Context: an optimization exercise on an open-source flow, tuned for a short achievable clock period and few clock cycles. The choices shown serve that exercise and are no tape-out recipe.
At most, simulation tests tie the RTL to the original design; equivalence was not proved.
Function not checked in run 1: the RTL went through the layout flow alone.

[flow/design.v]
package acc_pkg;
  localparam int WORD_BITS = 32;
  localparam int LANE_BITS = 8;
  localparam int LANES     = WORD_BITS / LANE_BITS;
  localparam int ADDR_WIDTH_DEF = 32;
  localparam int CNT_WIDTH_DEF  = 8;
  typedef logic [WORD_BITS-1:0]        word_t;
  typedef logic signed [LANE_BITS-1:0] lane_t;
  typedef enum logic [2:0] {
    ST_IDLE,
    ST_FETCH,
    ST_MAC,
    ST_WRITE,
    ST_DONE
  } acc_state_e;
  function automatic word_t byte_rev(input word_t w);
    word_t r;
    for (int b = 0; b < LANES; b++) begin
      r[b*LANE_BITS +: LANE_BITS] = w[(LANES-1-b)*LANE_BITS +: LANE_BITS];
    end
    byte_rev = r;
  endfunction
endpackage
`timescale 1ns/100ps
module acc_top #(
  parameter int ADDR_WIDTH = acc_pkg::ADDR_WIDTH_DEF,
  parameter int CNT_WIDTH  = acc_pkg::CNT_WIDTH_DEF
) (
  input  logic                  ap_clk,
  input  logic                  ap_rst_n,
  input  logic                  ap_start,
  output logic                  ap_idle,
  output logic                  ap_ready,
  output logic                  ap_done,
  input  logic [ADDR_WIDTH-1:0] ifm_addr_base,
  input  logic [ADDR_WIDTH-1:0] wgt_addr_base,
  input  logic [ADDR_WIDTH-1:0] ofm_addr_base,
  input  logic [CNT_WIDTH-1:0]  cfg_ci,
  input  logic [CNT_WIDTH-1:0]  cfg_co,
  output logic                  ifm_rd_req,
  output logic [ADDR_WIDTH-1:0] ifm_rd_addr,
  input  logic                  ifm_rd_valid,
  input  acc_pkg::word_t        ifm_rd_data,
  output logic                  wgt_rd_req,
  output logic [ADDR_WIDTH-1:0] wgt_rd_addr,
  input  logic                  wgt_rd_valid,
  input  acc_pkg::word_t        wgt_rd_data,
  output logic                  ofm_wr_req,
  output logic [ADDR_WIDTH-1:0] ofm_wr_addr,
  output acc_pkg::word_t        ofm_wr_data,
  input  logic                  ofm_wr_ack
);
  localparam int CW    = CNT_WIDTH;
  localparam int IDEP  = 32;             
  localparam int IPW   = 5;              
  localparam int WDEP  = 16;             
  localparam int WPW   = 4;              
  localparam int RDEP  = 8;              
  localparam int RPW   = 3;              
  logic            idle_q, done_q, init_q;
  logic            lastw_q;              
  logic            accept, done_d;
  assign ap_idle  = idle_q;
  assign ap_done  = done_q;
  assign ap_ready = ap_start && idle_q;
  assign accept   = ap_ready;
  assign done_d   = lastw_q && ofm_wr_ack;
  logic [CW-1:0]   ci_m1_q, co_m1_q;     
  logic            ci_one_q, co_one_q;
  logic            cached_q;             
  logic [ADDR_WIDTH-1:0] ifm_base_q;
  logic [ADDR_WIDTH-1:0] w_addr_q;
  logic [CW-1:0]   wk_q, wc_q;           
  logic            wk_last_q, wc_last_q;
  logic            wr_all_q;             
  logic            w_out_q, w_go_q, w_kick_q;
  logic [WPW:0]    w_cred_q;             
  logic [WPW:0]    w_av_q;               
  logic [RPW:0]    r_cred_q;             
  logic            wreq;
  assign wreq        = (wgt_rd_valid && w_go_q) || w_kick_q;
  assign wgt_rd_req  = wreq;
  assign wgt_rd_addr = w_addr_q;
  logic [ADDR_WIDTH-1:0] i_addr_q;
  logic [CW-1:0]   ik_q, ic_q;
  logic            ik_last_q, ic_last_q;
  logic            ir_all_q;
  logic            i_out_q, i_go_q, i_kick_q;
  logic [IPW:0]    i_cred_q;             
  logic [IPW:0]    i_av_q;               
  logic [IPW-1:0]  i_wp_q, i_rp_q;
  logic            ireq;
  assign ireq        = (ifm_rd_valid && i_go_q) || i_kick_q;
  assign ifm_rd_req  = ireq;
  assign ifm_rd_addr = i_addr_q;
  acc_pkg::word_t  icache [IDEP];
  acc_pkg::word_t  wq     [WDEP];
  acc_pkg::word_t  rq     [RDEP];
  logic [WPW-1:0]  w_wp_q, w_rp_q;
  logic [RPW-1:0]  r_wp_q, r_rp_q;
  always_ff @(posedge ap_clk) begin
    if (ifm_rd_valid) icache[i_wp_q] <= ifm_rd_data;
    if (wgt_rd_valid) wq[w_wp_q]     <= wgt_rd_data;
  end
  logic [CW-1:0]   kc_q;                 
  logic            kc_first_q, kc_last_q, cc_first_q;
  logic            i_have_q, w_have_q;
  logic            fire, i_dec;
  assign fire  = (w_have_q || wgt_rd_valid) && (i_have_q || ifm_rd_valid);
  assign i_dec = fire && (!cached_q || cc_first_q);
  localparam int NROW = 4;               
  localparam acc_pkg::word_t BOOTH_K = 32'hFFFD_5800;   
  acc_pkg::word_t  op_i, op_w;
  acc_pkg::word_t  cs_s_q [acc_pkg::LANES];
  acc_pkg::word_t  cs_c_q [acc_pkg::LANES];
  logic            s1_v_q, s1_first_q, s1_last_q;
  acc_pkg::word_t  acc_q;
  assign op_i = i_have_q ? icache[i_rp_q] : ifm_rd_data;
  assign op_w = w_have_q ? wq[w_rp_q]     : wgt_rd_data;
  function automatic acc_pkg::word_t csa_s(input acc_pkg::word_t x, input acc_pkg::word_t y,
                                           input acc_pkg::word_t z);
    csa_s = x ^ y ^ z;
  endfunction
  function automatic acc_pkg::word_t csa_c(input acc_pkg::word_t x, input acc_pkg::word_t y,
                                           input acc_pkg::word_t z);
    csa_c = ((x & y) | (x & z) | (y & z)) << 1;
  endfunction
  acc_pkg::word_t  lane_s [acc_pkg::LANES];
  acc_pkg::word_t  lane_c [acc_pkg::LANES];
  always_comb begin
    for (int l = 0; l < acc_pkg::LANES; l++) begin
      acc_pkg::word_t x [NROW+1];
      acc_pkg::word_t s1, c1, s2, c2;
      logic [9:0] a10, m;
      logic       bl, b0, b1, one, two, neg, negp;
      a10  = {{2{op_i[l*8+7]}}, op_i[l*8 +: 8]};
      negp = 1'b0;
      for (int j = 0; j < NROW; j++) begin
        b1  = op_w[l*8 + 2*j + 1];
        b0  = op_w[l*8 + 2*j];
        bl  = (j == 0) ? 1'b0 : op_w[l*8 + 2*j - 1];
        one = b0 ^ bl;
        two = (b1 && !b0 && !bl) || (!b1 && b0 && bl);
        neg = b1 && !(b0 && bl);
        m   = two ? {a10[8:0], 1'b0} : (one ? a10 : 10'd0);
        m   = m ^ {10{neg}};
        x[j] = (32'({~m[9], m[8:0]}) << (2*j)) | ((j == 0) ? 32'd0 : (32'(negp) << (2*j - 2)));
        negp = neg;
      end
      x[NROW] = (32'(negp) << (2*NROW - 2)) | ((l == 0) ? BOOTH_K : 32'd0);
      s1 = csa_s(x[0], x[1], x[2]);
      c1 = csa_c(x[0], x[1], x[2]);
      s2 = csa_s(s1, c1, x[3]);
      c2 = csa_c(s1, c1, x[3]);
      lane_s[l] = csa_s(s2, c2, x[4]);
      lane_c[l] = csa_c(s2, c2, x[4]);
    end
  end
  always_ff @(posedge ap_clk) begin
    if (fire) begin
      for (int l = 0; l < acc_pkg::LANES; l++) begin
        cs_s_q[l] <= lane_s[l];
        cs_c_q[l] <= lane_c[l];
      end
    end
    s1_first_q <= kc_first_q;
    s1_last_q  <= kc_last_q;
  end
  acc_pkg::word_t acc_d;
  assign acc_d = (s1_first_q ? '0 : acc_q) +
                 cs_s_q[0] + cs_c_q[0] + cs_s_q[1] + cs_c_q[1] +
                 cs_s_q[2] + cs_c_q[2] + cs_s_q[3] + cs_c_q[3];
  always_ff @(posedge ap_clk) begin
    if (s1_v_q) acc_q <= acc_d;
    if (s1_v_q && s1_last_q) rq[r_wp_q] <= acc_d;
  end
  logic [ADDR_WIDTH-1:0] o_addr_q;
  logic [CW-1:0]   oc_q;
  logic            oc_last_q;
  logic            o_out_q, o_go_q, o_kick_q;
  logic [RPW:0]    r_av_q;               
  logic            wissue, rpush;
  assign rpush       = s1_v_q && s1_last_q;
  assign wissue      = (ofm_wr_ack && o_go_q) || o_kick_q;
  assign ofm_wr_req  = wissue;
  assign ofm_wr_addr = o_addr_q;
  assign ofm_wr_data = acc_pkg::byte_rev(rq[r_rp_q]);
  logic            wr_all_d, w_out_d, wk_last_d, w_cond;
  logic [WPW:0]    w_cred_d, w_av_d;
  logic [RPW:0]    r_cred_d, r_av_d;
  logic            ir_all_d, i_out_d, i_cond;
  logic [IPW:0]    i_cred_d, i_av_d;
  logic            o_out_d, o_cond;
  always_comb begin
    wr_all_d  = wr_all_q || (wreq && wk_last_q && wc_last_q);
    wk_last_d = wreq ? (wk_last_q ? ci_one_q : (wk_q == CW'(1))) : wk_last_q;
    w_out_d   = wreq || (w_out_q && !wgt_rd_valid);
    w_cred_d  = w_cred_q + (WPW+1)'(wreq) - (WPW+1)'(fire);
    w_av_d    = w_av_q + (WPW+1)'(wgt_rd_valid) - (WPW+1)'(fire);
    r_av_d    = r_av_q + (RPW+1)'(rpush) - (RPW+1)'(wissue);
    r_cred_d  = r_cred_q + (RPW+1)'(wreq && wk_last_q) - (RPW+1)'(wissue);
    w_cond    = !wr_all_d && (w_cred_d < (WPW+1)'(WDEP)) &&
                (!wk_last_d || (r_cred_d < (RPW+1)'(RDEP)));
    ir_all_d = ir_all_q || (ireq && ik_last_q && (cached_q || ic_last_q));
    i_out_d  = ireq || (i_out_q && !ifm_rd_valid);
    i_cred_d = i_cred_q + (IPW+1)'(ireq) - (IPW+1)'(i_dec);
    i_av_d   = i_av_q + (IPW+1)'(ifm_rd_valid) - (IPW+1)'(i_dec);
    i_cond   = !ir_all_d && (cached_q || (i_cred_d < (IPW+1)'(IDEP)));
    o_out_d  = wissue || (o_out_q && !ofm_wr_ack);
    o_cond   = (r_av_d != '0);
  end
  logic cached_in;
  assign cached_in = (cfg_ci != '0) && (cfg_ci <= CW'(IDEP));
  always_ff @(posedge ap_clk or negedge ap_rst_n) begin
    if (!ap_rst_n) begin
      idle_q  <= 1'b1;
      done_q  <= 1'b0;
      init_q  <= 1'b1;
      lastw_q <= 1'b0;
      o_out_q <= 1'b0;
    end else begin
      idle_q  <= !accept && (idle_q || done_d);
      done_q  <= done_d;
      init_q  <= !accept && (idle_q || done_d || (lastw_q && !ofm_wr_ack) || (wissue && oc_last_q));
      lastw_q <= (wissue && oc_last_q) || (lastw_q && !ofm_wr_ack);
      o_out_q <= o_out_d;
    end
  end
  always_ff @(posedge ap_clk or negedge ap_rst_n) begin
    if (!ap_rst_n) begin
      w_out_q   <= 1'b0; w_go_q <= 1'b0; w_kick_q <= 1'b0;
      i_out_q   <= 1'b0; i_go_q <= 1'b0; i_kick_q <= 1'b0;
      o_go_q    <= 1'b0; o_kick_q <= 1'b0;
      wr_all_q  <= 1'b0; ir_all_q <= 1'b0;
      w_cred_q  <= '0; w_av_q <= '0; r_cred_q <= '0; r_av_q <= '0;
      i_cred_q  <= '0; i_av_q <= '0;
      w_have_q  <= 1'b0; i_have_q <= 1'b0;
      w_wp_q    <= '0; w_rp_q <= '0; r_wp_q <= '0; r_rp_q <= '0;
      i_wp_q    <= '0; i_rp_q <= '0;
      wk_q      <= '0; wc_q <= '0; wk_last_q <= 1'b0; wc_last_q <= 1'b0;
      ik_q      <= '0; ic_q <= '0; ik_last_q <= 1'b0; ic_last_q <= 1'b0;
      kc_q      <= '0;
      kc_first_q <= 1'b0; kc_last_q <= 1'b0; cc_first_q <= 1'b0;
      oc_q      <= '0; oc_last_q <= 1'b0;
      s1_v_q    <= 1'b0;
      cached_q  <= 1'b0;
      ci_m1_q   <= '0; co_m1_q <= '0; ci_one_q <= 1'b0; co_one_q <= 1'b0;
    end else if (init_q) begin
      ci_m1_q   <= cfg_ci - 1'b1;
      co_m1_q   <= cfg_co - 1'b1;
      ci_one_q  <= (cfg_ci == CW'(1));
      co_one_q  <= (cfg_co == CW'(1));
      cached_q  <= cached_in;
      w_out_q   <= 1'b0; w_go_q <= 1'b0; w_kick_q <= accept;
      i_out_q   <= 1'b0; i_go_q <= 1'b0; i_kick_q <= accept;
      o_go_q    <= 1'b0; o_kick_q <= 1'b0;
      wr_all_q  <= 1'b0; ir_all_q <= 1'b0;
      w_cred_q  <= '0; w_av_q <= '0; r_cred_q <= '0; r_av_q <= '0;
      i_cred_q  <= '0; i_av_q <= '0;
      w_have_q  <= 1'b0; i_have_q <= 1'b0;
      w_wp_q    <= '0; w_rp_q <= '0; r_wp_q <= '0; r_rp_q <= '0;
      i_wp_q    <= '0; i_rp_q <= '0;
      wk_q      <= cfg_ci - 1'b1; wc_q <= cfg_co - 1'b1;
      wk_last_q <= (cfg_ci == CW'(1)); wc_last_q <= (cfg_co == CW'(1));
      ik_q      <= cfg_ci - 1'b1; ic_q <= cfg_co - 1'b1;
      ik_last_q <= (cfg_ci == CW'(1)); ic_last_q <= (cfg_co == CW'(1));
      kc_q      <= cfg_ci - 1'b1;
      kc_first_q <= 1'b1; kc_last_q <= (cfg_ci == CW'(1)); cc_first_q <= 1'b1;
      oc_q      <= cfg_co - 1'b1; oc_last_q <= (cfg_co == CW'(1));
      s1_v_q    <= 1'b0;
    end else begin
      w_out_q  <= w_out_d;
      w_go_q   <= w_cond;
      w_kick_q <= w_cond && !w_out_d;
      wr_all_q <= wr_all_d;
      wk_last_q <= wk_last_d;
      if (wreq) begin
        if (wk_last_q) begin
          wk_q      <= ci_m1_q;
          wc_q      <= wc_q - 1'b1;
          wc_last_q <= (wc_q == CW'(1));
        end else begin
          wk_q      <= wk_q - 1'b1;
        end
      end
      w_cred_q <= w_cred_d;
      r_cred_q <= r_cred_d;
      w_av_q   <= w_av_d;
      w_have_q <= (w_av_d != '0);
      if (wgt_rd_valid) w_wp_q <= w_wp_q + 1'b1;
      i_out_q  <= i_out_d;
      i_go_q   <= i_cond;
      i_kick_q <= i_cond && !i_out_d;
      ir_all_q <= ir_all_d;
      if (ireq) begin
        if (ik_last_q) begin
          ik_q      <= ci_m1_q;
          ik_last_q <= ci_one_q;
          ic_q      <= ic_q - 1'b1;
          ic_last_q <= (ic_q == CW'(1));
        end else begin
          ik_q      <= ik_q - 1'b1;
          ik_last_q <= (ik_q == CW'(1));
        end
      end
      i_cred_q <= i_cred_d;
      i_av_q   <= i_av_d;
      if (ifm_rd_valid) i_wp_q <= i_wp_q + 1'b1;
      s1_v_q <= fire;
      if (fire) begin
        w_rp_q <= w_rp_q + 1'b1;
        if (kc_last_q) begin
          kc_q       <= ci_m1_q;
          kc_first_q <= 1'b1;
          kc_last_q  <= ci_one_q;
          cc_first_q <= 1'b0;
          i_rp_q     <= cached_q ? '0 : i_rp_q + 1'b1;
          i_have_q   <= (i_av_d != '0) || cached_q;
        end else begin
          kc_q       <= kc_q - 1'b1;
          kc_first_q <= 1'b0;
          kc_last_q  <= (kc_q == CW'(1));
          i_rp_q     <= i_rp_q + 1'b1;
          i_have_q   <= (i_av_d != '0) || (cached_q && !cc_first_q);
        end
      end else begin
        i_have_q <= (i_av_d != '0) || (cached_q && !cc_first_q);
      end
      o_go_q   <= o_cond;
      o_kick_q <= o_cond && !o_out_d;
      r_av_q   <= r_av_d;
      if (rpush) r_wp_q <= r_wp_q + 1'b1;
      if (wissue) begin
        r_rp_q    <= r_rp_q + 1'b1;
        oc_q      <= oc_q - 1'b1;
        oc_last_q <= (oc_q == CW'(1));
      end
    end
  end
  always_ff @(posedge ap_clk) begin
    if (init_q) begin
      w_addr_q   <= wgt_addr_base;
      i_addr_q   <= ifm_addr_base;
      ifm_base_q <= ifm_addr_base;
      o_addr_q   <= ofm_addr_base;
    end else begin
      if (wreq) w_addr_q <= w_addr_q + ADDR_WIDTH'(4);
      if (ireq) i_addr_q <= (ik_last_q && !cached_q) ? ifm_base_q : i_addr_q + ADDR_WIDTH'(4);
      if (wissue) o_addr_q <= o_addr_q + ADDR_WIDTH'(4);
    end
  end
endmodule
[flow/flow/run.sh]
#!/bin/bash
set -euo pipefail
MARGIN=${MARGIN:-7.6}
bash standard.sh SETUP_SLACK_MARGIN=$MARGIN ABC_CLOCK_PERIOD_IN_PS=5000 finish > standard.log 2>&1
[flow/standard.sh]
#!/bin/bash
# synth_recipe.tcl (not shown) runs the flow's synth.tcl, then flattens the netlist and writes it again
# the make line also repeats each setting of config.mk as NAME=value (left out here)
make -C /OpenROAD-flow-scripts/flow DESIGN_CONFIG=/design/flow/config.mk WORK_HOME=/design/flow/orfs CLKGATE_MAP_FILE= SYNTH_SCRIPT=/design/flow/synth_recipe.tcl "${@:-finish}"
[flow/config.mk]
export PLATFORM = sky130hd
export DESIGN_NAME = acc_top
export DESIGN_NICKNAME = acc_top
export VERILOG_FILES = /design/flow/design.v
export SDC_FILE = /design/flow/constraint.sdc
export NUM_CORES = 4
export LEC_CHECK = 0
export CAP_MARGIN = 20
export CORE_MARGIN = 2
export CORE_UTILIZATION = 40
export SLEW_MARGIN = 20
[flow/constraint.sdc]
create_clock -name core_clock -period 12.5 [get_ports {ap_clk}]
set_input_delay 2.5000 -clock core_clock [delete_from_list [all_inputs] [get_ports {ap_clk}]]
set_output_delay 2.5000 -clock core_clock [all_outputs]
set_load 0.01 [all_outputs]
==> impl_results.md, run 1 <==
* Asr flop ratio synth at 6.261%
* Largest net degree at the start of global routing at 113
* Initial Utilization at 40.18%
* # DRC at 0
* Post-synth EDFFs at 2,064
* Final Util at 48.79%
* Worst reg2reg path depth at 19
* CP startpoint: ifm_rd_valid
* CTS sink cnt at 2,204
* Slew @ Worst Pin at 1.165 ns
* Syn nets at 6,601
* Initial antenna violation count at 19
* Worst EP required at 10.00 ns
* Unrepaired setup endpoints after global routing: true
* Syn Area/Cell at 16.36 um^2
* Min-delay src: kc_first_q
* Fin Clk Skew at 0.08162 ns
* Crit path DAT at 3.07 ns
* Largest family of logic cells by synthesized area: multiplexers
* CP Capture Type: primary output
* Final min period at 5.568 ns
* RD Place Congestion at 0.8514
* Pins Over Slew Limit at 0
* Mux share of post-synthesis cell area at 11.70%
* Register bit total from synthesis at 2,204
* Clk slew on worst S/H paths at 0.06 ns
* Core area at 245,500 um^2
* Clock root cell: clkbuf_16
* Share of the synthesized area in the top cell type at 62.83%
* Hold Fails Final Rpt at 0
* Synth Cell Area at 98,640 um^2
* Filler cell count at 20,520
* Fmax at 0.1796 GHz
* Reg2reg setup slack at 7.34 ns
* Gr ovfl total at 0
* Finish-stage setup viols at 0
* Commonest cells in the netlist: 2,064 x edfxtp_1, 354 x mux4_2, 350 x inv_1, 284 x nand2_1, 280 x mux2i_1
* Num rows at 182
* CTS Buffer Depth at 3
* Sequential element share of the synthesized area at 66.38%
* Worst Path Max Fanout at 2
* Yosys warning count at 9
* Dpl hpwl at 146,800 um
* Number of vias per cell at 5.566
* Net count, final at 7,284
* Max-Cap Viols at 0
* Hold EP: s1_first_q
* ANT nets after route at 0
* CTS tree: built
* XOR/XNOR share of the synthesized area at 2.806%
* H-tree lvl count at 4
* Clock latency on the worst-skew pair at 0.90 ns
* Port Buffers at 315
* DR vias at 56,390
* Worst setup SP type: input pin
* Status: no timing/DRC/antenna violations
* Die area at 250,600 um^2
* Finished Layout Cells at 10,130
* Simple-Gate Fraction of Synth Area at 4.558%
* Yosys top cell by area: edfxtp_1
* Worst r2r dst: rq[0][29]
* Routed len/inst at 26.13 um
* I/O Pins at 316
* Num CTS Buffers at 227
* Most used DFF post-synth: edfxtp_1
* Chip Height at 500.6 um
* Top-count cell post-synth: edfxtp_1
* Placed cell count at 9,450
* Total Wirelength at 264,700 um
* Vias in the first global route at 55,720
* Syn Inst Count at 6,031
* Final Cycle Share at 44.54%
* Pre-antenna DRT Iters at 6
* Hold WC Path Type: reg -> reg
* Die width at 500.6 um
* Reg2reg start: s1_first_q
* DRT iter0 DRCs at 5,606
* Share of layout cells above drive strength 1 at 23.63%
* Area added between synthesis and finish at 21.42%
* First-pass GRT wire length at 377,500 um
* Compound-gate portion of the synthesized area at 5.650%
* Adder-Cell Fraction of Synth Area at 6.154%
* Synth area leaders: edfxtp_1 63%, mux4_2 8.1%, dfrtp_1 3.5%
* Slew margin rel. at 22.06%
* GRT Util Overall at 20.31%
* Hold-critical path depth at 0
* Crit path kind: in -> out
* Post-synth cell types at 87
* TNS Setup at 0 ns
what timing repair did:
item	4_1_cts	5_1_grt
endpoints found under the setup margin	359	248
setup buffers	126	85
gates resized for setup	623	328
gates cloned	16	28
pin swaps	44	93
hold buffers	0	0
stage by stage:
stage | setup slack [ns] | area [um^2] | hold WS, ns
final | 6.932 | 119800 | 0.3706
after CTS | 6.914 | 117300 | 0.3743
after global routing | 6.920 | 119800 | 0.3836
after detailed placement | 5.092 | 106800 | 0.3601
after floorplan | 6.756 | 99390 | 0.3454
after global placement | 5.196 | 106800 | 0.3553
cells by family (layout without fill, tap and decap cells):
family	after synthesis	count (layout)
xor+xnor	316	322
mux	694	694
other cells	0	4
simple gates	949	950
buf+inv	645	1514
compound gates	835	835
flops	2204	2204
fa+ha+maj	388	388
registers in the layout, summed over array words and instances, names as in the netlist, 8 cells and up:
| name | flops |
|---|---|
| cs_c_q | 48 |
| wq | 512 |
| ifm_base_q | 32 |
| w_addr_q | 32 |
| kc_q | 8 |
| ci_m1_q | 8 |
| oc_q | 8 |
| rq | 256 |
| o_addr_q | 32 |
| wk_q | 8 |
| acc_q | 32 |
| cs_s_q | 64 |
| i_addr_q | 32 |
| wc_q | 8 |
| ik_q | 8 |
| ic_q | 8 |
| icache | 1024 |
worst max-delay path, cell delays in order:
cell	delay, ns
buf_6	0.10
buf_12	0.12
a21o_4	0.22
buf_6	0.13
cell usage in the layout (no fill, tap or decap), types with 128 or more instances in the layout:
master,count
ha_1,182
xnor2_1,184
mux4_2,356
o21ai_0,146
edfxtp_1,2064
nor2_1,220
clkbuf_16,249
dfrtp_1,128
nand2_1,278
fa_1,138
mux2i_1,272
a21oi_1,191
buf_4,253
clkdlybuf4s50_1,223
inv_1,339
worst max-delay path by stage:
stage	end	slack, ns	cells after the start
floorplan	icache[10][0]	6.76	3
global placement	cs_s_q[2][6]	5.20	11
detailed placement	cs_s_q[2][6]	5.09	11
CTS	ifm_rd_req	6.91	4
global route	ifm_rd_req	6.92	4
finish	ifm_rd_req	6.93	4
metal layers:
metal	part of all wire (%)	vias to the layer above	GRT usage, %
li1	-	24510	-
met4	2.1	16	4.723
met2	47	2129	32.47
met5	0.039	-	0
met3	7.0	364	3.294
met1	44	29370	29.18
final cells by class:
| class | instances | area (um^2) | share of cell area (%) |
|---|---|---|---|
| Multi-Input combinational cell | 3189 | 33120 | 27.65 |
| Clock buffer | 282 | 5978 | 4.992 |
| Inverter | 362 | 1396 | 1.166 |
| Antenna cell | 4 | 10.01 | 0.008358 |
| Clock inverter | 140 | 1484 | 1.239 |
| Tap cell | 3220 | 4029 | 3.364 |
| Timing Repair Buffer | 730 | 8242 | 6.882 |
| Sequential cell | 2204 | 65510 | 54.70 |
==> inputs of run 2 (changes only) <==
--- a/flow/design.v
+++ b/flow/design.v
@@ -89,6 +89,7 @@
   logic [IPW:0]    i_cred_q;             
   logic [IPW:0]    i_av_q;               
   logic [IPW-1:0]  i_wp_q, i_rp_q;
+  logic            i_wr_q;               
   logic            ireq;
   assign ireq        = (ifm_rd_valid && i_go_q) || i_kick_q;
   assign ifm_rd_req  = ireq;
@@ -99,8 +100,8 @@
   logic [WPW-1:0]  w_wp_q, w_rp_q;
   logic [RPW-1:0]  r_wp_q, r_rp_q;
   always_ff @(posedge ap_clk) begin
-    if (ifm_rd_valid) icache[i_wp_q] <= ifm_rd_data;
-    if (wgt_rd_valid) wq[w_wp_q]     <= wgt_rd_data;
+    if (i_wr_q) icache[i_wp_q] <= ifm_rd_data;
+    wq[w_wp_q] <= wgt_rd_data;
   end
   logic [CW-1:0]   kc_q;                 
   logic            kc_first_q, kc_last_q, cc_first_q;
@@ -157,11 +158,9 @@
     end
   end
   always_ff @(posedge ap_clk) begin
-    if (fire) begin
-      for (int l = 0; l < acc_pkg::LANES; l++) begin
-        cs_s_q[l] <= lane_s[l];
-        cs_c_q[l] <= lane_c[l];
-      end
+    for (int l = 0; l < acc_pkg::LANES; l++) begin
+      cs_s_q[l] <= lane_s[l];
+      cs_c_q[l] <= lane_c[l];
     end
     s1_first_q <= kc_first_q;
     s1_last_q  <= kc_last_q;
@@ -199,13 +198,13 @@
     w_av_d    = w_av_q + (WPW+1)'(wgt_rd_valid) - (WPW+1)'(fire);
     r_av_d    = r_av_q + (RPW+1)'(rpush) - (RPW+1)'(wissue);
     r_cred_d  = r_cred_q + (RPW+1)'(wreq && wk_last_q) - (RPW+1)'(wissue);
-    w_cond    = !wr_all_d && (w_cred_d < (WPW+1)'(WDEP)) &&
+    w_cond    = !wr_all_d && (w_cred_d < (WPW+1)'(WDEP-1)) &&
                 (!wk_last_d || (r_cred_d < (RPW+1)'(RDEP)));
     ir_all_d = ir_all_q || (ireq && ik_last_q && (cached_q || ic_last_q));
     i_out_d  = ireq || (i_out_q && !ifm_rd_valid);
     i_cred_d = i_cred_q + (IPW+1)'(ireq) - (IPW+1)'(i_dec);
     i_av_d   = i_av_q + (IPW+1)'(ifm_rd_valid) - (IPW+1)'(i_dec);
-    i_cond   = !ir_all_d && (cached_q || (i_cred_d < (IPW+1)'(IDEP)));
+    i_cond   = !ir_all_d && (cached_q || (i_cred_d < (IPW+1)'(IDEP-1)));
     o_out_d  = wissue || (o_out_q && !ofm_wr_ack);
     o_cond   = (r_av_d != '0);
   end
@@ -229,7 +228,7 @@
   always_ff @(posedge ap_clk or negedge ap_rst_n) begin
     if (!ap_rst_n) begin
       w_out_q   <= 1'b0; w_go_q <= 1'b0; w_kick_q <= 1'b0;
-      i_out_q   <= 1'b0; i_go_q <= 1'b0; i_kick_q <= 1'b0;
+      i_out_q   <= 1'b0; i_go_q <= 1'b0; i_kick_q <= 1'b0; i_wr_q <= 1'b1;
       o_go_q    <= 1'b0; o_kick_q <= 1'b0;
       wr_all_q  <= 1'b0; ir_all_q <= 1'b0;
       w_cred_q  <= '0; w_av_q <= '0; r_cred_q <= '0; r_av_q <= '0;
@@ -252,7 +251,7 @@
       co_one_q  <= (cfg_co == CW'(1));
       cached_q  <= cached_in;
       w_out_q   <= 1'b0; w_go_q <= 1'b0; w_kick_q <= accept;
-      i_out_q   <= 1'b0; i_go_q <= 1'b0; i_kick_q <= accept;
+      i_out_q   <= 1'b0; i_go_q <= 1'b0; i_kick_q <= accept; i_wr_q <= 1'b1;
       o_go_q    <= 1'b0; o_kick_q <= 1'b0;
       wr_all_q  <= 1'b0; ir_all_q <= 1'b0;
       w_cred_q  <= '0; w_av_q <= '0; r_cred_q <= '0; r_av_q <= '0;
@@ -289,6 +288,7 @@
       w_have_q <= (w_av_d != '0);
       if (wgt_rd_valid) w_wp_q <= w_wp_q + 1'b1;
       i_out_q  <= i_out_d;
+      i_wr_q   <= !(cached_q && ir_all_d && !i_out_d);
       i_go_q   <= i_cond;
       i_kick_q <= i_cond && !i_out_d;
       ir_all_q <= ir_all_d;
==> run 2 against run 1 <==
Effect of this change:
- sequential cell count rose by 1
- core utilization is 0.21 points lower
- first-iteration DRC count is 5.4% lower
- die area is 0.54% lower
- critical path depth did not move
- via count is essentially flat
- global-route usage is 0.58 points higher
==> impl_results.md, run 2 <==
* Simple-Gate Fraction of Synth Area at 5.485%
* CTS sink cnt at 2,205
* Syn Inst Count at 6,127
* Most used DFF post-synth: edfxtp_1
* Crit path DAT at 3.06 ns
* Largest net degree at the start of global routing at 90
* Post-synth cell types at 85
* Yosys top cell by area: edfxtp_1
* Unrepaired setup endpoints after global routing: true
* Register bit total from synthesis at 2,205
* H-tree lvl count at 4
* Sequential element share of the synthesized area at 65.62%
* First-pass GRT wire length at 385,500 um
* Placed cell count at 9,508
* Largest family of logic cells by synthesized area: multiplexers
* Core area at 243,500 um^2
* Fmax at 0.1799 GHz
* Num CTS Buffers at 229
* Initial antenna violation count at 17
* Share of the synthesized area in the top cell type at 59.75%
* Mux share of post-synthesis cell area at 12.10%
* Synth area leaders: edfxtp_1 60%, mux4_2 8.7%, dfrtp_1 3.5%
* XOR/XNOR share of the synthesized area at 2.491%
* Die width at 499.2 um
* CP Capture Type: primary output
* Fin Clk Skew at 0.05110 ns
* Syn nets at 6,697
* Commonest cells in the netlist: 1,952 x edfxtp_1, 381 x mux4_2, 354 x inv_1, 337 x nand2_1, 293 x nor2_1
* Worst EP required at 10.00 ns
* Commonest non-fill, non-tap cell in the layout: edfxtp_1
* Hold-critical path depth at 0
* Finished Layout Cells at 10,160
* Syn Area/Cell at 16.01 um^2
* # DRC at 0
* WHS at 0.4438 ns
* Clk slew on worst S/H paths at 0.06 ns
* Net count, final at 7,326
* Largest registers: icache: 1024 flops, wq: 512 flops, rq: 256 flops
* Routed len/inst at 26.32 um
* Post-CTS Hold Fix Bufs at 0
* DRT iter0 DRCs at 5,301
* Dpl hpwl at 152,500 um
* Die area at 249,200 um^2
* Total Wirelength at 267,300 um
* Most frequent cells in the layout: 1,952 x edfxtp_1, 381 x mux4_2, 337 x inv_1
* Slew @ Worst Pin at 0.9890 ns
* Final min period at 5.559 ns
* Finish-stage setup viols at 0
* Clock latency on the worst-skew pair at 0.88 ns
* GRT Util Overall at 20.89%
* Final Cycle Share at 44.47%
* Area added between synthesis and finish at 20.56%
* Num rows at 181
* Crit path kind: in -> out
* Compound-gate portion of the synthesized area at 5.400%
* Hold Fails Final Rpt at 0
* TNS Setup at 0 ns
* Port Buffers at 315
* Asr flop ratio synth at 6.304%
* Gr ovfl total at 0
* Status: no timing/DRC/antenna violations
* Pre-antenna DRT Iters at 8
* Pins Over Slew Limit at 0
* Filler cell count at 20,300
* Top-count cell post-synth: edfxtp_1
* I/O Pins at 316
* Adder-Cell Fraction of Synth Area at 6.188%
* Top reg by flops: icache
* Max-Cap Viols at 0
* Chip Height at 499.2 um
* CTS tree: built
* CTS Buffer Depth at 3
* Yosys warning count at 9
* Max reg flops at 1,024
* Worst setup SP type: input pin
* ANT nets after route at 0
* Post-synth EDFFs at 1,952
* Clock root cell: clkbuf_16
* Synth Cell Area at 98,100 um^2
* Slew margin rel. at 34.07%
* RD Place Congestion at 0.8665
* Worst reg2reg path depth at 19
* Hold WC Path Type: reg -> reg
* Number of vias per cell at 5.554
* Share of layout cells above drive strength 1 at 23.22%
* Initial Utilization at 40.30%
* DR vias at 56,420
* Vias in the first global route at 57,010
* Worst Path Max Fanout at 2
-- run 2: cell types whose count changed in the layout (fill, tap and decap cells not counted), sizes merged, moves of 53 or more --
cell / delta
dfxtp: +112
a21oi: -69
o221ai: -82
mux2i: -53
edfxtp: -112
nand2: +53
-- run 2: cell type report --
| cell class | instances | area (um^2) | area share, % |
|---|---|---|---|
| clock inverter | 127 | 1297 | 1.097 |
| clock buffer | 294 | 6088 | 5.148 |
| sequential | 2205 | 64420 | 54.46 |
| antenna | 9 | 22.52 | 0.01904 |
| tap | 3202 | 4006 | 3.387 |
| timing repair buffer | 681 | 7574 | 6.403 |
| multi-input combinational | 3280 | 33510 | 28.33 |
| inverter | 359 | 1360 | 1.150 |
-- run 2: worst paths after layout --
| path | start | end | slack (ns) |
|---|---|---|---|
| max | wgt_rd_valid | wgt_rd_req | 6.94 |
| min | kc_first_q | s1_first_q | 0.44 |
| max reg2reg | s1_first_q | rq[3][29] | 7.20 |
| min reg2reg | kc_first_q | s1_first_q | 0.44 |
| max in group asynchronous | ap_rst_n | w_rp_q[1] | 9.40 |
| min in group asynchronous | ap_rst_n | ik_last_q | 1.70 |
-- run 2: cells by family after synthesis --
logic type,Yosys count
adder cells (fa/ha/maj),388
flip-flops,2205
multiplexers,692
buffers and inverters,648
AO/OA/AOI/OAI,785
AND/OR/NAND/NOR,1130
XOR/XNOR,279
-- run 2: metrics by stage --
stage / cell area, um^2 / utilization, % / setup slack, ns
floorplan: 98700 / - / 6.857
global placement: 106000 / 43.54 / 5.614
detailed placement: 106000 / 43.55 / 5.523
CTS: 116800 / 47.96 / 6.933
global route: 118300 / 48.58 / 6.940
finish: 118300 / 48.58 / 6.941
-- run 2: routing by layer --
metal  GRT usage, %  up-vias  wire, um
li1               -    24670         -
met1          28.16    29510    111600
met2          35.17     1838    131800
met3          3.264      391     16740
met4          5.741        0      7194
met5              0        -         0
-- run 2: repair_timing --
action | 4_1_cts | 5_1_grt
setup buffers | 134 | 48
cloned | 23 | 14
endpoints found under the setup margin | 326 | 271
pin swaps | 75 | 64
gates resized for setup | 583 | 243
-- run 2: worst max-delay path, stage by stage --
cell and delay (ns):
buf_8 0.10, buf_8 0.11, a21o_4 0.21, buf_6 0.13
Testbench counts of run 2, summed over its fixed seeds: cycles 48,750.
==> inputs of run 3 (changes only) <==
--- a/flow/design.v
+++ b/flow/design.v
@@ -178,12 +178,20 @@
   logic            oc_last_q;
   logic            o_out_q, o_go_q, o_kick_q;
   logic [RPW:0]    r_av_q;               
+  acc_pkg::word_t  o_data_q;
   logic            wissue, rpush;
   assign rpush       = s1_v_q && s1_last_q;
   assign wissue      = (ofm_wr_ack && o_go_q) || o_kick_q;
   assign ofm_wr_req  = wissue;
   assign ofm_wr_addr = o_addr_q;
-  assign ofm_wr_data = acc_pkg::byte_rev(rq[r_rp_q]);
+  assign ofm_wr_data = acc_pkg::byte_rev(o_data_q);
+  always_ff @(posedge ap_clk) begin
+    if (wissue) begin
+      o_data_q <= (r_av_q > (RPW+1)'(1)) ? rq[r_rp_q + 1'b1] : acc_d;
+    end else if (r_av_q == '0) begin
+      o_data_q <= acc_d;
+    end
+  end
   logic            wr_all_d, w_out_d, wk_last_d, w_cond;
   logic [WPW:0]    w_cred_d, w_av_d;
   logic [RPW:0]    r_cred_d, r_av_d;
==> run 3 against run 2 <==
Effect of this change:
- core utilization down 0.71 points
- clock-buffer cell count up 3
- synthesized area up 1.3%
- critical path type unchanged
==> impl_results.md, run 3 <==
* Worst setup SP type: input pin
* Area of the multi-input gates at 33,580 um^2
* CTS sink cnt at 2,237
* Synth area leaders: edfxtp_1 60%, mux4_2 8.8%, dfrtp_1 3.4%
* Routed len/inst at 26.01 um
* Final Cycle Share at 43.76%
* DR vias at 56,450
* Share of the synthesized area in the top cell type at 59.92%
* Initial Utilization at 40.09%
* Commonest cells in the netlist: 1,984 x edfxtp_1, 387 x mux4_2, 372 x inv_1, 322 x nand2_1, 319 x nor2_1
* RD Place Congestion at 0.8470
* Vias in the first global route at 56,340
* Yosys top cell by area: edfxtp_1
* Final min period at 5.470 ns
* Clock latency on the worst-skew pair at 0.92 ns
* Post-synth cell types at 105
* Max reg flops at 1,024
* Area added between synthesis and finish at 19.41%
* Worst EP required at 10.00 ns
* Register bit total from synthesis at 2,237
* H-tree lvl count at 4
* Syn Area/Cell at 16.15 um^2
* Commonest non-fill, non-tap cell in the layout: edfxtp_1
* Syn Inst Count at 6,157
* Net count, final at 7,326
* Finish-stage setup viols at 0
* Fin Clk Skew at 0.1025 ns
* CP Capture Type: primary output
* Gr ovfl total at 0
* Num CTS Buffers at 232
* Syn nets at 6,728
* Synth Cell Area at 99,420 um^2
* Most frequent cells in the layout: 1,984 x edfxtp_1, 387 x mux4_2, 353 x inv_1
* Worst Path Max Fanout at 4
* Max-Cap Viols at 0
* # DRC at 0
* Number of vias per cell at 5.486
* DRT iter0 DRCs at 5,600
* ANT nets after route at 0
* I/O Pins at 316
* Slew margin rel. at 27.30%
* Top reg by flops: icache
* Crit path kind: in -> out
* Pre-antenna DRT Iters at 5
* Largest registers: icache: 1024 flops, wq: 512 flops, rq: 256 flops
* Largest net degree at the start of global routing at 120
* CTS Buffer Depth at 3
* Fmax at 0.1828 GHz
* Status: no timing/DRC/antenna violations
* Crit path DAT at 2.97 ns
* Post-synth EDFFs at 1,984
* Share of layout cells above drive strength 1 at 22.35%
* Clock root cell: clkbuf_16
* Total Wirelength at 267,600 um
* Filler cell count at 20,880
* Hold Fails Final Rpt at 0
* Sequential standard cell area at 65,380 um^2
* Post-CTS Hold Fix Bufs at 0
* First-pass GRT wire length at 384,100 um
* Top-count cell post-synth: edfxtp_1
* Hold WC Path Type: reg -> reg
* TNS Setup at 0 ns
* WHS at 0.4434 ns
* Core area at 248,000 um^2
* Clk slew on worst S/H paths at 0.06 ns
* Most used DFF post-synth: edfxtp_1
* Dpl hpwl at 149,600 um
* Unrepaired setup endpoints after global routing: true
* Die area at 252,600 um^2
* Yosys warning count at 9
* Chip Height at 502.6 um
* Port Buffers at 315
* GRT Util Overall at 20.62%
* Slew @ Worst Pin at 1.091 ns
* Initial antenna violation count at 22
* Num rows at 183
* Asr flop ratio synth at 6.214%
* Pins Over Slew Limit at 0
* Sequential element share of the synthesized area at 65.72%
* CTS tree: built
* Die width at 502.6 um
-- run 3: cell count changes after synthesis, moves of 22 or more --
cell	delta
a21oi_1	+66
a22o_1	-22
and3_1	-40
edfxtp_1	+32
mux2_2	-53
nor2_1	+26
nor3_1	-22
o21ai_0	+27
xnor2_1	+22
-- run 3: final cells by class --
cell class / instances / area share (%)
Inverter: 385 / 1.233
Multi-Input combinational cell: 3258 / 28.29
Tap cell: 3330 / 3.510
Timing Repair Buffer: 641 / 5.583
Antenna cell: 4 / 0.008432
Sequential cell: 2237 / 55.07
Clock inverter: 136 / 1.165
Clock buffer: 297 / 5.142
-- run 3: kinds of logic after synthesis --
| kind of cell | Yosys count | share of synthesized area, % |
|---|---|---|
| XOR/XNOR | 312 | 2.748 |
| AO/OA/AOI/OAI | 831 | 5.469 |
| buffers and inverters | 671 | 3.001 |
| adder cells (fa/ha/maj) | 389 | 6.119 |
| flip-flops | 2237 | 65.72 |
| AND/OR/NAND/NOR | 1065 | 5.064 |
| multiplexers | 652 | 11.88 |
-- run 3: stage by stage --
step	utilization (%)	cells	worst slack (ns)	cell area [um^2]
floorplan	-	6157	7.011	99920
global placement	43.21	9666	5.351	107100
detailed placement	43.21	9666	5.103	107200
CTS	47.35	10220	7.006	117400
global route	47.87	10290	7.026	118700
finish	47.87	10290	7.030	118700
-- run 3: critical path: stages --
cell	delay, ns
buf_12	0.10
a21o_4	0.22
buf_8	0.14
-- run 3: timing repair --
item	4_1_cts	5_1_grt
setup endpoints to repair	331	213
pin swaps	69	78
gates resized for setup	456	213
endpoints found under the hold margin	0	0
gates cloned	17	11
buffers inserted	106	50
-- run 3: final timing paths --
kind / cells past startpoint / from / slack (ns) / endpoint
worst max-delay path: 3 / ifm_rd_valid / 7.03 / ifm_rd_req
worst min-delay path: 0 / kc_first_q / 0.44 / s1_first_q
worst max register to register: 18 / s1_first_q / 7.37 / o_data_q[25]
worst min register to register: 0 / kc_first_q / 0.44 / s1_first_q
max in group asynchronous: 2 / ap_rst_n / 9.39 / i_cred_q[2]
min in group asynchronous: 1 / ap_rst_n / 1.68 / wk_q[1]
-- run 3: layer usage --
layer / track usage, % / routed length (um) / up-vias
met5: 0 / 71 / -
met4: 4.836 / 6022 / 10
met3: 3.421 / 18500 / 375
met2: 33.69 / 127500 / 1941
met1: 28.91 / 115500 / 29460
li1: - / - / 24660
Testbench counts of run 3, summed over its fixed seeds: cycles 48,750.
==> inputs of run 4 (changes only) <==
==> flow/flow/run.sh (replaced) <==
#!/bin/bash
set -euo pipefail
HERE=$(pwd)
MARGIN=7.6
RES=$HERE/orfs/results/$FLOW_PLATFORM/acc_top/base
bash standard.sh synth > synth.log 2>&1
python3 flow/patch_req.py $RES/1_2_yosys.v > patch.log 2>&1
rm -f $RES/1_synth.odb $RES/1_synth.sdc
bash standard.sh SETUP_SLACK_MARGIN=$MARGIN finish > standard.log 2>&1
==> flow/flow/patch_req.py (new file) <==
#!/usr/bin/env python3
"""Give each memory-request output port its own two-gate driver.

Each request port is (response & go) | kick: the response input of the port and
two registers.  Synthesis maps that to one AND-OR cell that also feeds the
design's own logic.  Here the port gets a private copy of the function as
nand2(response, go) -> nand2b(kick, .) (nand2b: Y = A_N | !B), and the original
cell keeps driving the internal loads on a renamed net.  The function of every
net is unchanged; registers are untouched.

usage: patch_req.py NETLIST.v  (edited in place)
"""
import re
import sys

PORTS = [  # port, response input, go register net, kick register net
    ("wgt_rd_req", "wgt_rd_valid", "w_go_q", "w_kick_q"),
    ("ifm_rd_req", "ifm_rd_valid", "i_go_q", "i_kick_q"),
    ("ofm_wr_req", "ofm_wr_ack", "o_go_q", "o_kick_q"),
]

path = sys.argv[1]
text = open(path).read()
m = re.search(r"\nmodule acc_top\(.*?\nendmodule", text, re.S)
mod = m.group(0)
lines = mod.split("\n")

def net_pat(net):
    return re.compile(r"\(\s*" + re.escape(net) + r"\s*\)")

new_cells = []
new_wires = []
for port, resp, go, kick in PORTS:
    for n in (resp, go, kick):
        if not net_pat(n).search(mod):
            sys.exit(f"patch_req: net {n} not found")
    internal = port + "_int"
    pat = net_pat(port)
    # every pin connection to the port net moves to the internal net
    hits = 0
    for i, ln in enumerate(lines):
        if re.match(r"\s*\.\w+\s*\(", ln) and pat.search(ln):
            lines[i] = pat.sub("(" + internal + ")", ln)
            hits += 1
    if any(re.match(r"\s*assign\b", ln) and re.search(r"\b" + re.escape(port) + r"\b", ln) for ln in lines):
        sys.exit(f"patch_req: {port} appears in an assign")
    if hits == 0:
        sys.exit(f"patch_req: no pin connects to {port}")
    nn = port + "_nand"
    new_wires += [internal, nn]
    new_cells.append(
        f"  sky130_fd_sc_hd__nand2_1 {port}_pa (\n    .A({resp}),\n    .B({go}),\n    .Y({nn})\n  );\n"
        f"  sky130_fd_sc_hd__nand2b_1 {port}_pb (\n    .A_N({kick}),\n    .B({nn}),\n    .Y({port})\n  );")

mod2 = "\n".join(lines)
# declare the new wires after the module header and add the cells before endmodule
hdr_end = mod2.index(";") + 1
mod2 = mod2[:hdr_end] + "".join(f"\n  wire {w};" for w in new_wires) + mod2[hdr_end:]
mod2 = mod2[: mod2.rindex("endmodule")] + "\n".join(new_cells) + "\nendmodule"
text = text[: m.start()] + mod2 + text[m.end():]
open(path, "w").write(text)
print("patch_req: patched", ", ".join(p[0] for p in PORTS))
==> run 4 against run 3 <==
Effect of this change:
- register-to-register slack worse by 0.02 ns
- synthesized area about the same
- non-clock buffer count up 8
- core utilization up 0.11 points
- critical path type unchanged
==> impl_results.md, run 4 <==
* Status: no timing/DRC/antenna violations
* Slew margin rel. at 31.18%
* Net count, final at 7,337
* CTS sink cnt at 2,237
* First-pass GRT wire length at 381,800 um
* Hold Fails Final Rpt at 0
* Pre-antenna DRT Iters at 6
* Cell family with most CP delay: buffers and inverters
* Fin Clk Skew at 0.1258 ns
* I/O Pins at 316
* Clk slew on worst S/H paths at 0.06 ns
* DR vias at 56,680
* Largest registers: icache: 1024 flops, wq: 512 flops, rq: 256 flops
* Core area at 248,000 um^2
* Port Buffers at 315
* CP Capture Type: primary output
* Crit path kind: in -> out
* Area of the multi-input gates at 33,550 um^2
* Number of vias per cell at 5.497
* # DRC at 0
* Reg2reg setup slack at 7.35 ns
* Finish-stage setup viols at 0
* Die width at 502.6 um
* WP buf/inv at 3
* Initial Utilization at 40.11%
* Worst setup margin at 7.063 ns
* Area added between synthesis and finish at 19.65%
* Sequential standard cell area at 65,370 um^2
* Max-Cap Viols at 0
* GRT Util Overall at 20.43%
* H-tree lvl count at 4
* Worst Path Max Fanout at 2
* Num CTS Buffers at 233
* Worst EP required at 10.00 ns
* Max reg flops at 1,024
* Worst setup SP type: input pin
* Slew @ Worst Pin at 1.029 ns
* Crit path DAT at 2.94 ns
* Share of layout cells above drive strength 1 at 22.42%
* Filler cell count at 20,870
* ANT nets after route at 0
* Syn Area/Cell at 16.14 um^2
* Clock latency on the worst-skew pair at 0.94 ns
* Syn nets at 6,734
* Num rows at 183
* Slowest-stage cell, CP: buf_6
* Gr ovfl total at 0
* Critical Path Max Stage Delay at 0.12 ns
* Syn Inst Count at 6,163
* CP dominant cell by count: buf_6
* Final min period at 5.437 ns
* Initial antenna violation count at 29
* Commonest non-fill, non-tap cell in the layout: edfxtp_1
* Total Wirelength at 264,000 um
* Hold WC Path Type: reg -> reg
* Clock root cell: clkbuf_16
* Synth Cell Area at 99,450 um^2
* Yosys warning count at 9
* RD Place Congestion at 0.8429
* WHS at 0.3589 ns
* Largest net degree at the start of global routing at 228
* Chip Height at 502.6 um
* TNS Setup at 0 ns
* DRT iter0 DRCs at 5,197
* Pins Over Slew Limit at 0
* Vias in the first global route at 56,460
* Placement Setup Slack at 5.394 ns
* Unrepaired setup endpoints after global routing: true
* Dpl hpwl at 150,700 um
* Top reg by flops: icache
* Fmax at 0.1839 GHz
* CTS tree: built
* Most frequent cells in the layout: 1,984 x edfxtp_1, 387 x mux4_2, 359 x inv_1
* Routed len/inst at 25.60 um
* CTS Buffer Depth at 3
* CP cell instances: buf_6 > buf_12 > nand2_4 > nand2b_4 > buf_6
* Die area at 252,600 um^2
* Final Cycle Share at 43.50%
[run 4: cell types whose count changed in the layout (fill, tap and decap cells not counted), moves of 6 or more]
cell,before,now
bufinv_16,16,25
clkbuf_1,58,47
diode_2,4,13
clkinv_2,40,46
buf_4,229,235
inv_1,353,359
[run 4: per-stage QoR]
stage	util [%]	cells	instance area (um^2)
2_1_floorplan	-	6163	99980
3_3_place_gp	43.23	9671	107200
3_5_place_dp	43.24	9671	107200
4_1_cts	47.47	10230	117700
5_1_grt	47.98	10300	119000
6_report	47.99	10310	119000
[run 4: what timing repair did]
item                       in CTS  in global routing
setup buffers                 113                 56
resized for setup             427                215
hold buffers                    0                  0
gates cloned                   10                 11
pin swaps                      94                 75
setup endpoints to repair     353                216
[run 4: final timing paths]
path                                    from            to  cells after the start
worst max-delay path            ifm_rd_valid    ifm_rd_req                      5
worst min-delay path              kc_first_q    s1_first_q                      0
worst max register to register    s1_first_q  o_data_q[26]                     20
worst min register to register    kc_first_q    s1_first_q                      0
max in group asynchronous           ap_rst_n     i_rp_q[0]                      2
min in group asynchronous           ap_rst_n    ci_m1_q[5]                      1
[run 4: layout make-up]
type	instances	share of cell area [%]
Sequential cell	2237	54.94
Multi-Input combinational cell	3260	28.20
Timing Repair Buffer	649	5.574
Clock buffer	281	5.069
Tap cell	3330	3.501
Clock inverter	155	1.470
Inverter	385	1.223
Antenna cell	13	0.02734
[run 4: worst reg2reg max path, delay by kind of cell, from the launching register on]
family,cells,cell delay [ns]
AO/OA/AOI/OAI,4,0.94
adder cells (fa/ha/maj),5,2.21
flip-flops,1,0.36
buffers and inverters,7,0.84
AND/OR/NAND/NOR,3,0.42
XOR/XNOR,1,0.11
[run 4: per-layer routing]
| layer | vias to the layer above | global-route usage [%] | wire length [um] |
|---|---|---|---|
| li1 | 24690 | - | - |
| met1 | 29630 | 28.29 | 113200 |
| met2 | 1957 | 33.58 | 127300 |
| met3 | 387 | 3.327 | 17310 |
| met4 | 12 | 5.273 | 6102 |
| met5 | - | 0 | 82 |
==> inputs of run 5 (changes only) <==
--- a/flow/design.v
+++ b/flow/design.v
@@ -104,7 +104,7 @@
     wq[w_wp_q] <= wgt_rd_data;
   end
   logic [CW-1:0]   kc_q;                 
-  logic            kc_first_q, kc_last_q, cc_first_q;
+  logic            kc_last_q, cc_first_q;
   logic            i_have_q, w_have_q;
   logic            fire, i_dec;
   assign fire  = (w_have_q || wgt_rd_valid) && (i_have_q || ifm_rd_valid);
@@ -114,7 +114,7 @@
   acc_pkg::word_t  op_i, op_w;
   acc_pkg::word_t  cs_s_q [acc_pkg::LANES];
   acc_pkg::word_t  cs_c_q [acc_pkg::LANES];
-  logic            s1_v_q, s1_first_q, s1_last_q;
+  logic            s1_v_q, s1_last_q;
   acc_pkg::word_t  acc_q;
   assign op_i = i_have_q ? icache[i_rp_q] : ifm_rd_data;
   assign op_w = w_have_q ? wq[w_rp_q]     : wgt_rd_data;
@@ -162,15 +162,15 @@
       cs_s_q[l] <= lane_s[l];
       cs_c_q[l] <= lane_c[l];
     end
-    s1_first_q <= kc_first_q;
     s1_last_q  <= kc_last_q;
   end
   acc_pkg::word_t acc_d;
-  assign acc_d = (s1_first_q ? '0 : acc_q) +
+  assign acc_d = acc_q +
                  cs_s_q[0] + cs_c_q[0] + cs_s_q[1] + cs_c_q[1] +
                  cs_s_q[2] + cs_c_q[2] + cs_s_q[3] + cs_c_q[3];
   always_ff @(posedge ap_clk) begin
-    if (s1_v_q) acc_q <= acc_d;
+    if (init_q) acc_q <= '0;
+    else if (s1_v_q) acc_q <= s1_last_q ? '0 : acc_d;
     if (s1_v_q && s1_last_q) rq[r_wp_q] <= acc_d;
   end
   logic [ADDR_WIDTH-1:0] o_addr_q;
@@ -247,7 +247,7 @@
       wk_q      <= '0; wc_q <= '0; wk_last_q <= 1'b0; wc_last_q <= 1'b0;
       ik_q      <= '0; ic_q <= '0; ik_last_q <= 1'b0; ic_last_q <= 1'b0;
       kc_q      <= '0;
-      kc_first_q <= 1'b0; kc_last_q <= 1'b0; cc_first_q <= 1'b0;
+      kc_last_q <= 1'b0; cc_first_q <= 1'b0;
       oc_q      <= '0; oc_last_q <= 1'b0;
       s1_v_q    <= 1'b0;
       cached_q  <= 1'b0;
@@ -272,7 +272,7 @@
       ik_q      <= cfg_ci - 1'b1; ic_q <= cfg_co - 1'b1;
       ik_last_q <= (cfg_ci == CW'(1)); ic_last_q <= (cfg_co == CW'(1));
       kc_q      <= cfg_ci - 1'b1;
-      kc_first_q <= 1'b1; kc_last_q <= (cfg_ci == CW'(1)); cc_first_q <= 1'b1;
+      kc_last_q <= (cfg_ci == CW'(1)); cc_first_q <= 1'b1;
       oc_q      <= cfg_co - 1'b1; oc_last_q <= (cfg_co == CW'(1));
       s1_v_q    <= 1'b0;
     end else begin
@@ -319,14 +319,12 @@
         w_rp_q <= w_rp_q + 1'b1;
         if (kc_last_q) begin
           kc_q       <= ci_m1_q;
-          kc_first_q <= 1'b1;
           kc_last_q  <= ci_one_q;
           cc_first_q <= 1'b0;
           i_rp_q     <= cached_q ? '0 : i_rp_q + 1'b1;
           i_have_q   <= (i_av_d != '0) || cached_q;
         end else begin
           kc_q       <= kc_q - 1'b1;
-          kc_first_q <= 1'b0;
           kc_last_q  <= (kc_q == CW'(1));
           i_rp_q     <= i_rp_q + 1'b1;
           i_have_q   <= (i_av_d != '0) || (cached_q && !cc_first_q);
==> flow/flow/patch_req.py (replaced) <==
#!/usr/bin/env python3
"""Give each handshake output port that is a two-level function of an input
port a private copy of that function, and keep the input's other loads behind
an inverter pair, so the input-to-output path drives only its own gates.

  wgt_rd_req = (wgt_rd_valid & w_go_q) | w_kick_q   -> nand2 -> nand2b
  ifm_rd_req = (ifm_rd_valid & i_go_q) | i_kick_q   -> nand2 -> nand2b
  ofm_wr_req = (ofm_wr_ack   & o_go_q) | o_kick_q   -> nand2 -> nand2b
  ap_ready   = ap_start & ap_idle (idle_q)          -> and2
(nand2b: Y = A_N | !B.)  The cells synthesis made keep driving the design's own
loads on renamed nets.  Every net keeps its function; registers are untouched.

usage: patch_req.py NETLIST.v  (edited in place)
"""
import re
import sys

REQS = [  # output port, input port, go register net, kick register net
    ("wgt_rd_req", "wgt_rd_valid", "w_go_q", "w_kick_q"),
    ("ifm_rd_req", "ifm_rd_valid", "i_go_q", "i_kick_q"),
    ("ofm_wr_req", "ofm_wr_ack", "o_go_q", "o_kick_q"),
]
AND_PORT = ("ap_ready", "ap_start", "ap_idle")

path = sys.argv[1]
text = open(path).read()
m = re.search(r"\nmodule acc_top\(.*?\nendmodule", text, re.S)
mod = m.group(0)
lines = mod.split("\n")

def pat(net):
    return re.compile(r"\(\s*" + re.escape(net) + r"\s*\)")

def check(net):
    if not pat(net).search(mod):
        sys.exit(f"patch_req: net {net} not found")
    if any(re.match(r"\s*assign\b", ln) and re.search(r"\b" + re.escape(net) + r"\b", ln)
           for ln in lines):
        sys.exit(f"patch_req: {net} appears in an assign")

def move_all(net, new):
    """Every pin connected to net is connected to new instead."""
    p = pat(net)
    hits = 0
    for i, ln in enumerate(lines):
        if re.match(r"\s*\.\w+\s*\(", ln) and p.search(ln):
            lines[i] = p.sub("(" + new + ")", ln)
            hits += 1
    if hits == 0:
        sys.exit(f"patch_req: no pin connects to {net}")

cells, wires = [], []
def cell(kind, name, **pins):
    body = ",\n".join(f"    .{k}({v})" for k, v in pins.items())
    cells.append(f"  sky130_fd_sc_hd__{kind} {name} (\n{body}\n  );")

def isolate_input(inp):
    """Loads of input port inp move behind an inverter pair."""
    check(inp)
    move_all(inp, inp + "_int")
    wires.extend([inp + "_int", inp + "_n"])
    cell("inv_1", inp + "_ia", A=inp, Y=inp + "_n")
    cell("inv_1", inp + "_ib", A=inp + "_n", Y=inp + "_int")

for port, resp, go, kick in REQS:
    for n in (port, go, kick):
        check(n)
    move_all(port, port + "_int")
    wires.extend([port + "_int", port + "_nand"])
    isolate_input(resp)
    cell("nand2_1", port + "_pa", A=resp, B=go, Y=port + "_nand")
    cell("nand2b_1", port + "_pb", A_N=kick, B=port + "_nand", Y=port)

port, inp, reg = AND_PORT
check(port); check(reg)
move_all(port, port + "_int")
wires.append(port + "_int")
isolate_input(inp)
cell("and2_1", port + "_pa", A=inp, B=reg, X=port)

mod2 = "\n".join(lines)
hdr_end = mod2.index(";") + 1
mod2 = mod2[:hdr_end] + "".join(f"\n  wire {w};" for w in wires) + mod2[hdr_end:]
mod2 = mod2[: mod2.rindex("endmodule")] + "\n".join(cells) + "\nendmodule"
text = text[: m.start()] + mod2 + text[m.end():]
open(path, "w").write(text)
print("patch_req: patched", ", ".join([p[0] for p in REQS] + [AND_PORT[0]]))
--- a/flow/config.mk
+++ b/flow/config.mk
@@ -7,5 +7,5 @@
 export LEC_CHECK = 0
 export CAP_MARGIN = 20
 export CORE_MARGIN = 2
-export CORE_UTILIZATION = 40
+export CORE_UTILIZATION = 60
 export SLEW_MARGIN = 20
==> run 5 against run 4 <==
Effect of this change:
- clock-buffer cell count grew 9
- synthesized area fell by 0.41%
- via count is 0.42% higher
- clock skew down 0.094 ns
- final area decreased by 2.7%
- critical endpoint is now wgt_rd_req
- highest routed layer unchanged
==> impl_results.md, run 5 <==
* Crit path DAT at 2.86 ns
* Port Buffers at 315
* Stages on worst setup path at 4
* Finish-stage setup viols at 0
* CTS Buffer Depth at 3
* Worst EP required at 10.00 ns
* Crit path kind: in -> out
* Worst setup margin at 7.136 ns
* Max-Cap Viols at 0
* Routed len/inst at 27.47 um
* Reg2reg start: cs_s_q[2][3]
* CTS tree: built
* GR Layer Usage met3 at 4.525%
* Hold-critical path depth at 1
* Net count, final at 7,334
* Clock latency on the worst-skew pair at 0.88 ns
* Status: no timing/DRC/antenna violations
* Largest net degree at the start of global routing at 103
* WP buf/inv at 2
* Syn nets at 6,803
* Worst reg2reg path depth at 17
* Slowest-stage cell, CP: buf_12
* Clock root cell: clkbuf_16
* Final Util at 70.44%
* DR vias at 56,910
* Cell family with most CP delay: buffers and inverters
* Post-CTS Hold Fix Bufs at 0
* Num CTS Buffers at 221
* Critical Path Max Stage Delay at 0.12 ns
* Syn Area/Cell at 15.89 um^2
* Core area at 164,400 um^2
* Clk slew on worst S/H paths at 0.06 ns
* CTS sink cnt at 2,235
* First-pass GRT wire length at 366,700 um
* TNS Setup at 0 ns
* Slew margin rel. at 31.78%
* Worst Path Max Fanout at 2
* GRT met2 Usage at 46.94%
* Area added between synthesis and finish at 16.94%
* Number of vias per cell at 6.223
* Pre-antenna DRT Iters at 6
* Fin Clk Skew at 0.03210 ns
* Placement Setup Slack at 5.189 ns
* Dpl hpwl at 144,200 um
* Gr busiest metal: met2
* DRT iter0 DRCs at 6,322
* ANT nets after route at 0
* # DRC at 0
* Die area at 168,300 um^2
* RD Place Congestion at 0.8712
* CP Capture Type: primary output
* GRT Util Overall at 29.65%
* Gr ovfl total at 0
* Min-delay src: ir_all_q
* I/O Pins at 316
* Initial antenna violation count at 13
* Hold Fails Final Rpt at 0
* Yosys warning count at 9
* Worst setup SP type: input pin
* CP cell instances: buf_12 > nand2_4 > nand2b_4 > buf_6
* Synth Cell Area at 99,040 um^2
* Num rows at 149
* Final Cycle Share at 42.91%
* Largest registers: icache: 1024 flops, wq: 512 flops, rq: 256 flops
* GRT met1 Usage at 43.44%
* Die width at 410.3 um
* Commonest non-fill, non-tap cell in the layout: edfxtp_1
* Initial Utilization at 60.24%
* Top reg by flops: icache
* Unrepaired setup endpoints after global routing: true
* CP startpoint: wgt_rd_valid
* Total Wirelength at 251,200 um
* H-tree lvl count at 4
* Fmax at 0.1864 GHz
* Share of layout cells above drive strength 1 at 19.75%
* Most frequent cells in the layout: 1,952 x edfxtp_1, 343 x inv_1, 335 x mux4_2
* Chip Height at 410.3 um
* Hold WC Path Type: reg -> reg
* Final min period at 5.364 ns
* Vias in the first global route at 55,650
* Pins Over Slew Limit at 0
* Max reg flops at 1,024
* Syn Inst Count at 6,232
* Slew @ Worst Pin at 1.020 ns
## run 5: what timing repair did
action	in CTS	in global routing
gates resized for setup	295	238
endpoints found under the setup margin	305	242
cloned	5	6
buffers inserted	74	58
pin swaps	33	42
## run 5: area by class of cell
type                       count  area [um^2]
timing repair buffer         610         6116
sequential                  2235        65020
inverter                     370         1424
clock inverter               123         1221
tap                         2189         2739
clock buffer                 290         5938
fill                       10840        48610
antenna                        3        7.507
multi-input combinational   3325        33350
## run 5: worst reg2reg max path, cell delays in order, from the launching register on
cell      delay, ns
dfxtp_2        0.33
inv_2          0.06
fa_1           0.53
inv_1          0.06
fa_2           0.57
fa_1           0.41
ha_1           0.29
ha_1           0.26
fa_2           0.40
a211oi_4       0.35
nor2_4         0.08
o31ai_4        0.22
buf_4          0.16
a21oi_2        0.05
o31a_1         0.27
or3_4          0.38
a21oi_2        0.14
a21oi_1        0.08
## run 5: per-layer routing
layer	routed length (um)	vias up
met5	78	-
met4	6306	10
met3	18740	369
met2	120400	2256
met1	105700	29440
li1	-	24840
## run 5: worst paths after layout
check / endpoint / slack [ns]
max: wgt_rd_req / 7.14
min: i_go_q / 0.47
max reg2reg: o_data_q[17] / 7.56
min reg2reg: i_go_q / 0.47
max in group asynchronous: r_rp_q[0] / 9.57
min in group asynchronous: cached_q / 1.70
## run 5: stage by stage
stage	hold slack, ns	instances	cell area (um^2)
global placement	0.4588	8586	105500
global route	0.4887	9144	115800
floorplan	0.3454	6232	99560
CTS	0.4637	9078	114400
finish	0.4707	9145	115800
detailed placement	0.4560	8586	105500
Testbench counts of run 5, summed over its fixed seeds: cycles 48,750.

[re-timing with driven ports]
The flow's constraints put no driver on any port. The routed layouts listed below were extracted and timed again, unchanged, in two steps. Step 1: set_driving_cell puts a clkbuf_16 on ap_clk and a buf_2 on each other input, an assumption about the parent block. Step 2, shift: input delay + t, output delay - t, t = (earliest + latest rising clock arrival at the registers) / 2. This alone moves slack from input paths to output paths. Three values: no drivers, after step 1, after step 2; two values: the first two.
| run | shift t [ns] | setup slack, ns | slew at the worst register clock pin (ns) | cell pins on the clock port's net |
|---|---|---|---|---|
| run 1 | 0.949 | 6.932 / 6.885 / 6.612 | 0.07 / 0.07 | 1 |
| run 2 | 0.951 | 6.941 / 6.871 / 6.482 | 0.07 / 0.07 | 1 |
| run 3 | 0.958 | 7.030 / 6.932 / 6.687 | 0.07 / 0.07 | 1 |
| run 4 | 0.963 | 7.063 / 7.008 / 6.627 | 0.07 / 0.07 | 1 |
| run 5 | 0.951 | 7.136 / 7.082 / 6.705 | 0.07 / 0.07 | 1 |
After both steps every run listed still meets setup and hold. The setup slack of run 2, which loses most, moves by -0.070 ns with the drivers and by -0.459 ns with both steps.
